Source: an optimization exercise on an open RTL-to-GDS flow (aim: small area, a short achievable clock period and few clock cycles per item). Production flows keep margins and buffers that such runs may drop.
Only simulation tests tie the RTL to the original design; equivalence was not proved.
Power figures rest on the tool's default switching activity, not on a simulated workload.

<file path="flow/constraint.sdc">
create_clock -name core_clock -period 5.5 [get_ports {clock}]
set_input_delay 1.1000 -clock core_clock [delete_from_list [all_inputs] [get_ports {clock}]]
set_output_delay 1.1000 -clock core_clock [all_outputs]
set_load 0.01 [all_outputs]
</file>
<file path="flow/design.v">
package mpc_pkg;
   localparam int SPEED_W  = 16;
   localparam int ABS_W    = SPEED_W + 1;
   localparam int LIMIT_W  = 15;
   localparam int HOLD_W   = 24;
   localparam int TIME_W   = 48;
   localparam int CSR_IDX_W  = 3;
   localparam int CSR_DATA_W = 24;
   localparam int QUEUE_DEPTH_DEFAULT = 2;
   localparam logic [HOLD_W-1:0] STATIONARY_HOLD_DEFAULT = 24'd200000;
   localparam logic [LIMIT_W-1:0] STAT_LIN_RESET   = 15'd20;
   localparam logic [LIMIT_W-1:0] STAT_ANG_RESET   = 15'd20;
   localparam logic [LIMIT_W-1:0] TURN_ENTER_RESET = 15'd200;
   localparam logic [LIMIT_W-1:0] TURN_EXIT_RESET  = 15'd100;
   localparam logic [LIMIT_W-1:0] ARC_ENTER_RESET  = 15'd100;
   localparam logic [LIMIT_W-1:0] ARC_EXIT_RESET   = 15'd50;
   localparam logic [HOLD_W-1:0]  ENTER_HOLD_RESET = 24'd100000;
   localparam logic [HOLD_W-1:0]  EXIT_HOLD_RESET  = 24'd200000;
   typedef enum logic [1:0] {
      PH_STRAIGHT   = 2'd0,
      PH_STATIONARY = 2'd1,
      PH_TURNING    = 2'd2,
      PH_ARC        = 2'd3
   } phase_type;
   typedef enum logic [CSR_IDX_W-1:0] {
      REG_STAT_LIN   = 3'd0,
      REG_STAT_ANG   = 3'd1,
      REG_TURN_ENTER = 3'd2,
      REG_TURN_EXIT  = 3'd3,
      REG_ARC_ENTER  = 3'd4,
      REG_ARC_EXIT   = 3'd5,
      REG_ENTER_HOLD = 3'd6,
      REG_EXIT_HOLD  = 3'd7
   } csr_index_type;
   typedef struct packed {
      logic              stationary;
      logic              turn_enter_hit;
      logic              turn_exit_hit;
      logic              arc_enter_hit;
      logic              arc_exit_hit;
      logic              discard;
      logic [TIME_W-1:0] sample_time;
   } sample_flags_type;
   typedef struct packed {
      logic [HOLD_W-1:0] enter_hold;
      logic [HOLD_W-1:0] exit_hold;
   } hold_cfg_type;
   typedef struct packed {
      phase_type phase;
      logic      pending;
   } result_type;
endpackage
module mpc_queue #(
   parameter int  WIDTH     = 1,
   parameter int  DEPTH     = 2
) (
   input  logic     clock,
   input  logic     reset,
   input  logic     push,
   input  logic [WIDTH-1:0] push_data,
   output logic     full,
   input  logic     pop,
   output logic [WIDTH-1:0] pop_data,
   output logic     empty
);
   localparam int PTR_W = (DEPTH > 1) ? $clog2(DEPTH) : 1;
   localparam int CNT_W = $clog2(DEPTH + 1);
   localparam logic [PTR_W-1:0] LAST = PTR_W'(DEPTH - 1);
   logic [WIDTH-1:0]  entry_ff [DEPTH];
   logic [PTR_W-1:0]  wr_ptr_ff, wr_ptr_in;
   logic [PTR_W-1:0]  rd_ptr_ff, rd_ptr_in;
   logic [CNT_W-1:0]  count_ff, count_in;
   logic              do_push, do_pop;
   assign full     = (count_ff == CNT_W'(DEPTH));
   assign empty    = (count_ff == '0);
   assign do_push  = push && !full;
   assign do_pop   = pop && !empty;
   assign pop_data = entry_ff[rd_ptr_ff];
   always_comb begin
      wr_ptr_in = wr_ptr_ff;
      rd_ptr_in = rd_ptr_ff;
      count_in  = count_ff;
      if (do_push) begin
         wr_ptr_in = (wr_ptr_ff == LAST) ? '0 : wr_ptr_ff + 1'b1;
      end
      if (do_pop) begin
         rd_ptr_in = (rd_ptr_ff == LAST) ? '0 : rd_ptr_ff + 1'b1;
      end
      if (do_push && !do_pop) begin
         count_in = count_ff + 1'b1;
      end else if (do_pop && !do_push) begin
         count_in = count_ff - 1'b1;
      end
   end
   always_ff @(posedge clock) begin
      if (reset) begin
         wr_ptr_ff <= '0;
         rd_ptr_ff <= '0;
         count_ff  <= '0;
      end else begin
         wr_ptr_ff <= wr_ptr_in;
         rd_ptr_ff <= rd_ptr_in;
         count_ff  <= count_in;
      end
   end
   always_ff @(posedge clock) begin
      if (do_push) begin
         entry_ff[wr_ptr_ff] <= push_data;
      end
   end
endmodule
import mpc_pkg::*;
module mpc_front (
   input  logic                                clock,
   input  logic                                reset,
   input  logic                                csr_valid,
   input  logic [mpc_pkg::CSR_IDX_W-1:0]       csr_index,
   input  logic [mpc_pkg::CSR_DATA_W-1:0]      csr_data,
   input  logic signed [mpc_pkg::SPEED_W-1:0]  linear_speed,
   input  logic signed [mpc_pkg::SPEED_W-1:0]  angular_rate,
   input  logic [mpc_pkg::TIME_W-1:0]          sample_time,
   input  logic                                discard,
   output mpc_pkg::sample_flags_type           flags,
   output mpc_pkg::hold_cfg_type               hold_cfg
);
   logic [LIMIT_W-1:0] stat_lin_ff, stat_ang_ff;
   logic [LIMIT_W-1:0] turn_enter_ff, turn_exit_ff;
   logic [LIMIT_W-1:0] arc_enter_ff, arc_exit_ff;
   logic [HOLD_W-1:0]  enter_hold_ff, exit_hold_ff;
   logic [ABS_W-1:0]   lin_ext, ang_ext, lin_abs, ang_abs;
   always_ff @(posedge clock) begin
      if (reset) begin
         stat_lin_ff   <= STAT_LIN_RESET;
         stat_ang_ff   <= STAT_ANG_RESET;
         turn_enter_ff <= TURN_ENTER_RESET;
         turn_exit_ff  <= TURN_EXIT_RESET;
         arc_enter_ff  <= ARC_ENTER_RESET;
         arc_exit_ff   <= ARC_EXIT_RESET;
         enter_hold_ff <= ENTER_HOLD_RESET;
         exit_hold_ff  <= EXIT_HOLD_RESET;
      end else if (csr_valid) begin
         unique case (csr_index)
            REG_STAT_LIN:   stat_lin_ff   <= csr_data[LIMIT_W-1:0];
            REG_STAT_ANG:   stat_ang_ff   <= csr_data[LIMIT_W-1:0];
            REG_TURN_ENTER: turn_enter_ff <= csr_data[LIMIT_W-1:0];
            REG_TURN_EXIT:  turn_exit_ff  <= csr_data[LIMIT_W-1:0];
            REG_ARC_ENTER:  arc_enter_ff  <= csr_data[LIMIT_W-1:0];
            REG_ARC_EXIT:   arc_exit_ff   <= csr_data[LIMIT_W-1:0];
            REG_ENTER_HOLD: enter_hold_ff <= csr_data[HOLD_W-1:0];
            REG_EXIT_HOLD:  exit_hold_ff  <= csr_data[HOLD_W-1:0];
         endcase
      end
   end
   assign lin_ext = {linear_speed[SPEED_W-1], linear_speed};
   assign ang_ext = {angular_rate[SPEED_W-1], angular_rate};
   assign lin_abs = linear_speed[SPEED_W-1] ? (ABS_W'(0) - lin_ext) : lin_ext;
   assign ang_abs = angular_rate[SPEED_W-1] ? (ABS_W'(0) - ang_ext) : ang_ext;
   always_comb begin
      flags.stationary     = (lin_abs <= ABS_W'(stat_lin_ff)) &&
                             (ang_abs <= ABS_W'(stat_ang_ff));
      flags.turn_enter_hit = (ang_abs >= ABS_W'(turn_enter_ff));
      flags.turn_exit_hit  = (ang_abs >= ABS_W'(turn_exit_ff));
      flags.arc_enter_hit  = (lin_abs >= ABS_W'(arc_enter_ff));
      flags.arc_exit_hit   = (lin_abs >= ABS_W'(arc_exit_ff));
      flags.discard        = discard;
      flags.sample_time    = sample_time;
   end
   assign hold_cfg.enter_hold = enter_hold_ff;
   assign hold_cfg.exit_hold  = exit_hold_ff;
endmodule
import mpc_pkg::*;
module mpc_back #(
   parameter logic [mpc_pkg::HOLD_W-1:0] STATIONARY_HOLD_US = mpc_pkg::STATIONARY_HOLD_DEFAULT
) (
   input  logic                       clock,
   input  logic                       reset,
   input  mpc_pkg::sample_flags_type  item,
   input  logic                       item_valid,
   output logic                       item_take,
   input  mpc_pkg::hold_cfg_type      hold_cfg,
   input  logic                       result_full,
   output logic                       result_push,
   output mpc_pkg::result_type        result
);
   mpc_pkg::phase_type phase_ff, phase_in;
   logic              pend_valid_ff, pend_valid_in;
   mpc_pkg::phase_type pend_target_ff, pend_target_in;
   logic [TIME_W-1:0] pend_start_ff, pend_start_in;
   logic [TIME_W:0]   diff;
   logic              stale, in_band, turn_hit, arc_hit, held;
   mpc_pkg::phase_type target;
   logic [HOLD_W-1:0] hold;
   assign item_take   = item_valid && !result_full;
   assign result_push = item_take;
   assign diff  = {1'b0, item.sample_time} - {1'b0, pend_start_ff};
   assign stale = pend_valid_ff && (diff[TIME_W] || (diff[TIME_W-1:0] == '0));
   always_comb begin
      in_band  = (phase_ff == PH_TURNING) || (phase_ff == PH_ARC);
      turn_hit = in_band ? item.turn_exit_hit : item.turn_enter_hit;
      arc_hit  = (phase_ff == PH_ARC) ? item.arc_exit_hit : item.arc_enter_hit;
      if (item.stationary) begin
         target = PH_STATIONARY;
      end else if (turn_hit) begin
         target = arc_hit ? PH_ARC : PH_TURNING;
      end else begin
         target = PH_STRAIGHT;
      end
   end
   always_comb begin
      unique case (target)
         PH_STATIONARY: hold = STATIONARY_HOLD_US;
         PH_STRAIGHT:   hold = hold_cfg.exit_hold;
         PH_TURNING,
         PH_ARC:        hold = hold_cfg.enter_hold;
      endcase
      held = (diff[TIME_W-1:0] >= TIME_W'(hold));
   end
   always_comb begin
      phase_in       = phase_ff;
      pend_valid_in  = pend_valid_ff;
      pend_target_in = pend_target_ff;
      pend_start_in  = pend_start_ff;
      if (item_take) begin
         if (item.discard || stale) begin
            phase_in       = PH_STRAIGHT;
            pend_valid_in  = 1'b0;
            pend_target_in = PH_STRAIGHT;
            pend_start_in  = '0;
         end else if (target == phase_ff) begin
            pend_valid_in = 1'b0;
         end else if (phase_ff == PH_STATIONARY) begin
            phase_in      = target;
            pend_valid_in = 1'b0;
         end else if (!pend_valid_ff || (pend_target_ff != target)) begin
            pend_valid_in  = 1'b1;
            pend_target_in = target;
            pend_start_in  = item.sample_time;
         end else if (held) begin
            phase_in      = target;
            pend_valid_in = 1'b0;
         end
      end
   end
   assign result.phase   = phase_in;
   assign result.pending = pend_valid_in;
   always_ff @(posedge clock) begin
      if (reset) begin
         phase_ff       <= PH_STRAIGHT;
         pend_valid_ff  <= 1'b0;
         pend_target_ff <= PH_STRAIGHT;
         pend_start_ff  <= '0;
      end else begin
         phase_ff       <= phase_in;
         pend_valid_ff  <= pend_valid_in;
         pend_target_ff <= pend_target_in;
         pend_start_ff  <= pend_start_in;
      end
   end
endmodule
import mpc_pkg::*;
module motion_phase_classifier #(
   parameter int                          QUEUE_DEPTH = mpc_pkg::QUEUE_DEPTH_DEFAULT,
   parameter logic [mpc_pkg::HOLD_W-1:0] STATIONARY_HOLD_US =
      mpc_pkg::STATIONARY_HOLD_DEFAULT
) (
   input  logic                                clock,
   input  logic                                reset,
   input  logic                                req_push,
   output logic                                req_full,
   input  logic signed [mpc_pkg::SPEED_W-1:0]  req_linear_speed,
   input  logic signed [mpc_pkg::SPEED_W-1:0]  req_angular_rate,
   input  logic [mpc_pkg::TIME_W-1:0]          req_sample_time,
   input  logic                                req_discard,
   output logic                                rsp_empty,
   input  logic                                rsp_pop,
   output logic [1:0]                          rsp_motion_phase,
   output logic                                rsp_switch_pending,
   input  logic                                csr_valid,
   output logic                                csr_ready,
   input  logic [mpc_pkg::CSR_IDX_W-1:0]       csr_index,
   input  logic [mpc_pkg::CSR_DATA_W-1:0]      csr_data
);
   mpc_pkg::sample_flags_type front_flags, back_item;
   mpc_pkg::hold_cfg_type hold_cfg;
   logic             mid_empty, back_take;
   logic             out_full, out_push;
   mpc_pkg::result_type back_result, out_result;
   assign csr_ready = 1'b1;
   mpc_front u_front (
      .clock        (clock),
      .reset        (reset),
      .csr_valid    (csr_valid),
      .csr_index    (csr_index),
      .csr_data     (csr_data),
      .linear_speed (req_linear_speed),
      .angular_rate (req_angular_rate),
      .sample_time  (req_sample_time),
      .discard      (req_discard),
      .flags        (front_flags),
      .hold_cfg     (hold_cfg)
   );
   mpc_queue #(
      .WIDTH     ($bits(front_flags)),
      .DEPTH     (QUEUE_DEPTH)
   ) u_mid_queue (
      .clock     (clock),
      .reset     (reset),
      .push      (req_push),
      .push_data (front_flags),
      .full      (req_full),
      .pop       (back_take),
      .pop_data  (back_item),
      .empty     (mid_empty)
   );
   mpc_back #(
      .STATIONARY_HOLD_US (STATIONARY_HOLD_US)
   ) u_back (
      .clock       (clock),
      .reset       (reset),
      .item        (back_item),
      .item_valid  (!mid_empty),
      .item_take   (back_take),
      .hold_cfg    (hold_cfg),
      .result_full (out_full),
      .result_push (out_push),
      .result      (back_result)
   );
   mpc_queue #(
      .WIDTH     ($bits(back_result)),
      .DEPTH     (QUEUE_DEPTH)
   ) u_out_queue (
      .clock     (clock),
      .reset     (reset),
      .push      (out_push),
      .push_data (back_result),
      .full      (out_full),
      .pop       (rsp_pop),
      .pop_data  (out_result),
      .empty     (rsp_empty)
   );
   assign rsp_motion_phase   = out_result.phase;
   assign rsp_switch_pending = out_result.pending;
endmodule
</file>
<file path="flow/config.mk">
export PLATFORM = sky130hd
export DESIGN_NAME = motion_phase_classifier
export DESIGN_NICKNAME = motion_phase_classifier
export VERILOG_FILES = /design/flow/design.v
export SDC_FILE = /design/flow/constraint.sdc
export NUM_CORES = 4
export LEC_CHECK = 0
export CAP_MARGIN = 20
export CORE_MARGIN = 2
export CORE_UTILIZATION = 40
export SLEW_MARGIN = 20
</file>
<file path="flow/run.sh">
#!/bin/bash
# synth_recipe.tcl (not shown) runs the flow's synth.tcl, then flattens the netlist and writes it again
# the make line also repeats each setting of config.mk as NAME=value (left out here)
make -C /OpenROAD-flow-scripts/flow DESIGN_CONFIG=/design/flow/config.mk WORK_HOME=/design/flow/orfs CLKGATE_MAP_FILE= SYNTH_SCRIPT=/design/flow/synth_recipe.tcl finish
</file>
==> run notes <==
status -> complete, no violations
antenna violations before repair -> 0
critical path required time -> 5.78 ns
CTS Buf Count -> 38
Starting Density -> 0.406
vias -> 15.3k
vias in the first global route -> 14.8k
H-tree levels -> 2
Setup TNS Final -> 0 ns
area delta synth->final -> 17.3%
chip height -> 219 um
CP max stage delay -> 0.40 ns
Final Skew -> 0.0260 ns
crit path kind -> flop to flop
FF-to-FF path depth -> 20
placement-stage cell area -> 20400 um^2
WL final -> 50400 um
PortBufs -> 117
Via density -> 5.40
Worst EP arrival -> 5.46 ns
relative slew slack -> 0.273
CP bufs+invs -> 1
reg2reg setup slack -> 0.32 ns
Syn Nets -> 2384
count leader, synth -> nand2_1
worst-path cell chain -> buf_12 -> mux2_2 -> ha_1 -> a21oi_1 -> o21ai_0 -> o21bai_1 -> a21oi_1 -> or3_1 -> and2_1 -> ha_1 -> a21o_1 -> a21o_1 -> a21oi_1 -> o21ai_0 -> a21o_1 -> a211o_1 -> o31ai_4 -> a21oi_1 -> o21ai_0 -> nand2_1
row count -> 78
crit start category -> flop
clock sink count -> 315
Worst VDD drop -> 0.000216 V
register bit total from synthesis -> 315
wire length per cell -> 17.8 um
Crit-path slowest cell -> dfxtp_2
largest area contributor in the netlist -> dfxtp_1
initial detailed-routing violation count -> 762
Tmin final -> 5.18 ns
Syn Inst Count -> 2103
RSZ-0062 raised after global routing -> false
Finish-stage setup viols -> 0
commonest cells in the netlist -> nand2_1, a21oi_1, dfxtp_1
crit-path most repeated cell -> a21oi_1
Leakage Power -> 7.96 nW
antenna viol nets, final -> 0
DRT Pass-1 Iters -> 7
Boundary Pins -> 119
chip width -> 219 um
first-pass GRT wire length -> 79500 um
Cell Pwr Density -> 464 nW/um^2
HPWL Detailed -> 37300 um
layout cell share with drive strength beyond 1 -> 0.0945
Post-Layout Cell Count -> 2832
Mapped Area -> 18500 um^2
Seq/Total Area, Yosys -> 0.403
CP delay by family, top -> compound AO/OA/AOI/OAI gates
asr flop ratio synth -> 0
die area -> 47900 um^2
share of the synthesized area in the top cell type -> 0.218
Syn Area/Cell -> 8.78 um^2
core area -> 45500 um^2
Total GRT Usage -> 0.210
maximum fanout along the worst path -> 20
pin count of the biggest net entering global routing -> 93
Hold Fails Final Rpt -> 0
fin util -> 0.476
TritonCTS clock tree -> built
worst-margin pin slew -> 1.09 ns
worst flop-to-flop path endpoint -> u_out_queue.entry_ff[1][2]
Worst-Skew Late Latency -> 0.56 ns
hold_ws -> 0.450 ns
Hold WC Path Type -> flop to flop
GR Overflow Total -> 0
top cells by area, synth -> dfxtp_1, edfxtp_1, ha_1
post-synth cell types -> 75
Fill cells -> 4430
Top FF cell, synth -> dfxtp_1
crit path capture -> u_out_queue.entry_ff[1][2]
endpoint class of the critical path -> flop
YS warnings -> 4
final slew viol count -> 0
post-placement cell count -> 2764
clock transition at the registers of the reported paths -> 0.05 ns
n_diodes -> 0
maxcap violations -> 0
root buffer cell -> clkbuf_16
Final nets -> 2485
Max Clk Rate -> 193 MHz
critical path depth -> 20
Post-synth EDFFs -> 114
period utilization -> 0.943
clock buffer depth -> 3
# DRC -> 0
final instance area -> 21700 um^2
Placer Congestion -> 0.909
stage by stage:
step / total power [mW] / setup WS, ns
2_1_floorplan: 6.07 / 0.126
5_1_grt: 10.7 / 0.0127
3_5_place_dp: 7.48 / 0.386
3_3_place_gp: 7.46 / 0.401
6_report: 10.1 / 0.316
4_1_cts: 10.1 / 0.366
worst min path at each step:
stage	startpoint	to	depth (start not counted)
final	u_front.enter_hold_ff[23]	u_front.enter_hold_ff[23]	2
after global routing	u_front.enter_hold_ff[13]	u_front.enter_hold_ff[13]	2
after CTS	u_front.enter_hold_ff[23]	u_front.enter_hold_ff[23]	2
after detailed placement	u_front.enter_hold_ff[23]	u_front.enter_hold_ff[23]	2
after global placement	u_front.enter_hold_ff[3]	u_front.enter_hold_ff[3]	2
after floorplan	u_front.enter_hold_ff[15]	u_front.enter_hold_ff[15]	2
kinds of logic (layout without fill, tap and decap cells):
| logic type | after synthesis | in the layout | synth area share |
|---|---|---|---|
| AO/OA/AOI/OAI | 518 | 518 | 0.174 |
| XOR/XNOR | 66 | 66 | 0.0313 |
| adder cells (fa/ha/maj) | 168 | 168 | 0.114 |
| buffers and inverters | 268 | 397 | 0.0568 |
| flip-flops | 315 | 315 | 0.403 |
| multiplexers | 79 | 79 | 0.0489 |
| other | 1 | 1 | 0.000203 |
| AND/OR/NAND/NOR | 688 | 688 | 0.171 |
flip-flops by register name (all words and copies together) (netlist names), named ones only:
register and flops:
u_mid_queue.rd_ptr_ff 1, u_front.turn_enter_ff 15, u_front.arc_exit_ff 15, u_back.pend_valid_ff 1
u_front.arc_enter_ff 15, u_front.stat_ang_ff 15, u_back.pend_start_ff 48, u_mid_queue.entry_ff 108
u_back.pend_target_ff 2, u_back.phase_ff 2, u_front.turn_exit_ff 15, u_out_queue.rd_ptr_ff 1
u_out_queue.wr_ptr_ff 1, u_out_queue.entry_ff 6, u_out_queue.count_ff 2, u_mid_queue.wr_ptr_ff 1
u_front.enter_hold_ff 24, u_front.stat_lin_ff 15, u_front.exit_hold_ff 24, u_mid_queue.count_ff 2
cell type report:
type	instances	area, um^2	area share
multi-input combinational	1520	10000	0.462
sequential	315	7450	0.344
timing repair buffer	165	1560	0.0721
clock buffer	51	1080	0.0500
tap	600	751	0.0347
inverter	164	616	0.0284
clock inverter	17	198	0.00912
worst register-to-register path: cells and delay by family (launching register included):
kind | cells | cell delay [ns]
AND/OR/NAND/NOR | 3 | 0.64
AO/OA/AOI/OAI | 13 | 2.59
multiplexers | 1 | 0.39
adder cells (fa/ha/maj) | 2 | 0.70
buffers and inverters | 1 | 0.19
flip-flops | 1 | 0.40
repair_timing:
| item | in CTS | in global routing |
|---|---|---|
| endpoints found under the setup margin | 0 | 1 |
| hold buffers | 0 | 0 |
| setup buffers | 0 | 0 |
| resized for setup | 0 | 1 |
placed cells by master, fill, tap and decap left out, drive strengths merged, types with 7 or more instances in the layout:
master	count
inv	166
mux2i	7
o21ai	120
clkbuf	51
o21a	21
a21oi	208
nor2	95
nor3	21
nand3b	17
nand2b	24
nor2b	21
buf	49
xnor2	42
and3	7
o21bai	9
o22ai	8
clkdlybuf4s50	116
or3	13
o211ai	16
a211oi	17
nand4	33
a31oi	7
a21o	45
o41ai	10
edfxtp	114
ha	167
or4	12
clkinv	10
a211o	17
nand3	68
nand2	345
nor4	14
xor2	24
dfxtp	201
o31ai	13
mux2	70
metal layers:
| layer | routed length, um | part of all wire | track usage | vias to the layer above |
|---|---|---|---|---|
| li1 | - | - | - | 7604 |
| met1 | 22000 | 0.44 | 0.260 | 7272 |
| met2 | 25100 | 0.50 | 0.377 | 342 |
| met3 | 1990 | 0.039 | 0.0245 | 73 |
| met4 | 1360 | 0.027 | 0.0712 | 0 |
| met5 | 0 | 0 | 0 | - |
report_power, final:
| part | internal, mW | leakage, nW | switching, mW |
|---|---|---|---|
| combinational | 1.82 | 4.64 | 2.83 |
| clock | 1.57 | 0.626 | 1.00 |
| sequential | 2.73 | 2.70 | 0.102 |
| total | 6.12 | 7.96 | 3.93 |
Testbench counts, summed over its fixed seeds: cycles 16,016, items 16,000.

[separate check: timing with driven ports]
In the flow no input, the clock included, has a driving cell. The finished layout below was timed again as built, in two steps. Step 1: set_driving_cell puts a clkbuf_16 on clock and a buf_2 on each other input, an assumption about the parent block. Step 2 moves the port delays by t, midway between the first and last clock arrival at a register: inputs arrive t later, outputs are due t later. That takes back most of the time a late clock gives input paths. a / b / c = ideal ports / drivers / drivers and shift; a / b = the first two.
t (ns): 0.606
setup WS [ns]: 0.316 / 0.316 / 0.316
latest minus earliest clock arrival (ns): 0.028 / 0.028
worst register clock-pin slew, ns: 0.06 / 0.06
After both steps this run still meets setup and hold. For this run, drivers alone change the setup slack by 0.000 ns; drivers and shift together by 0.000 ns.
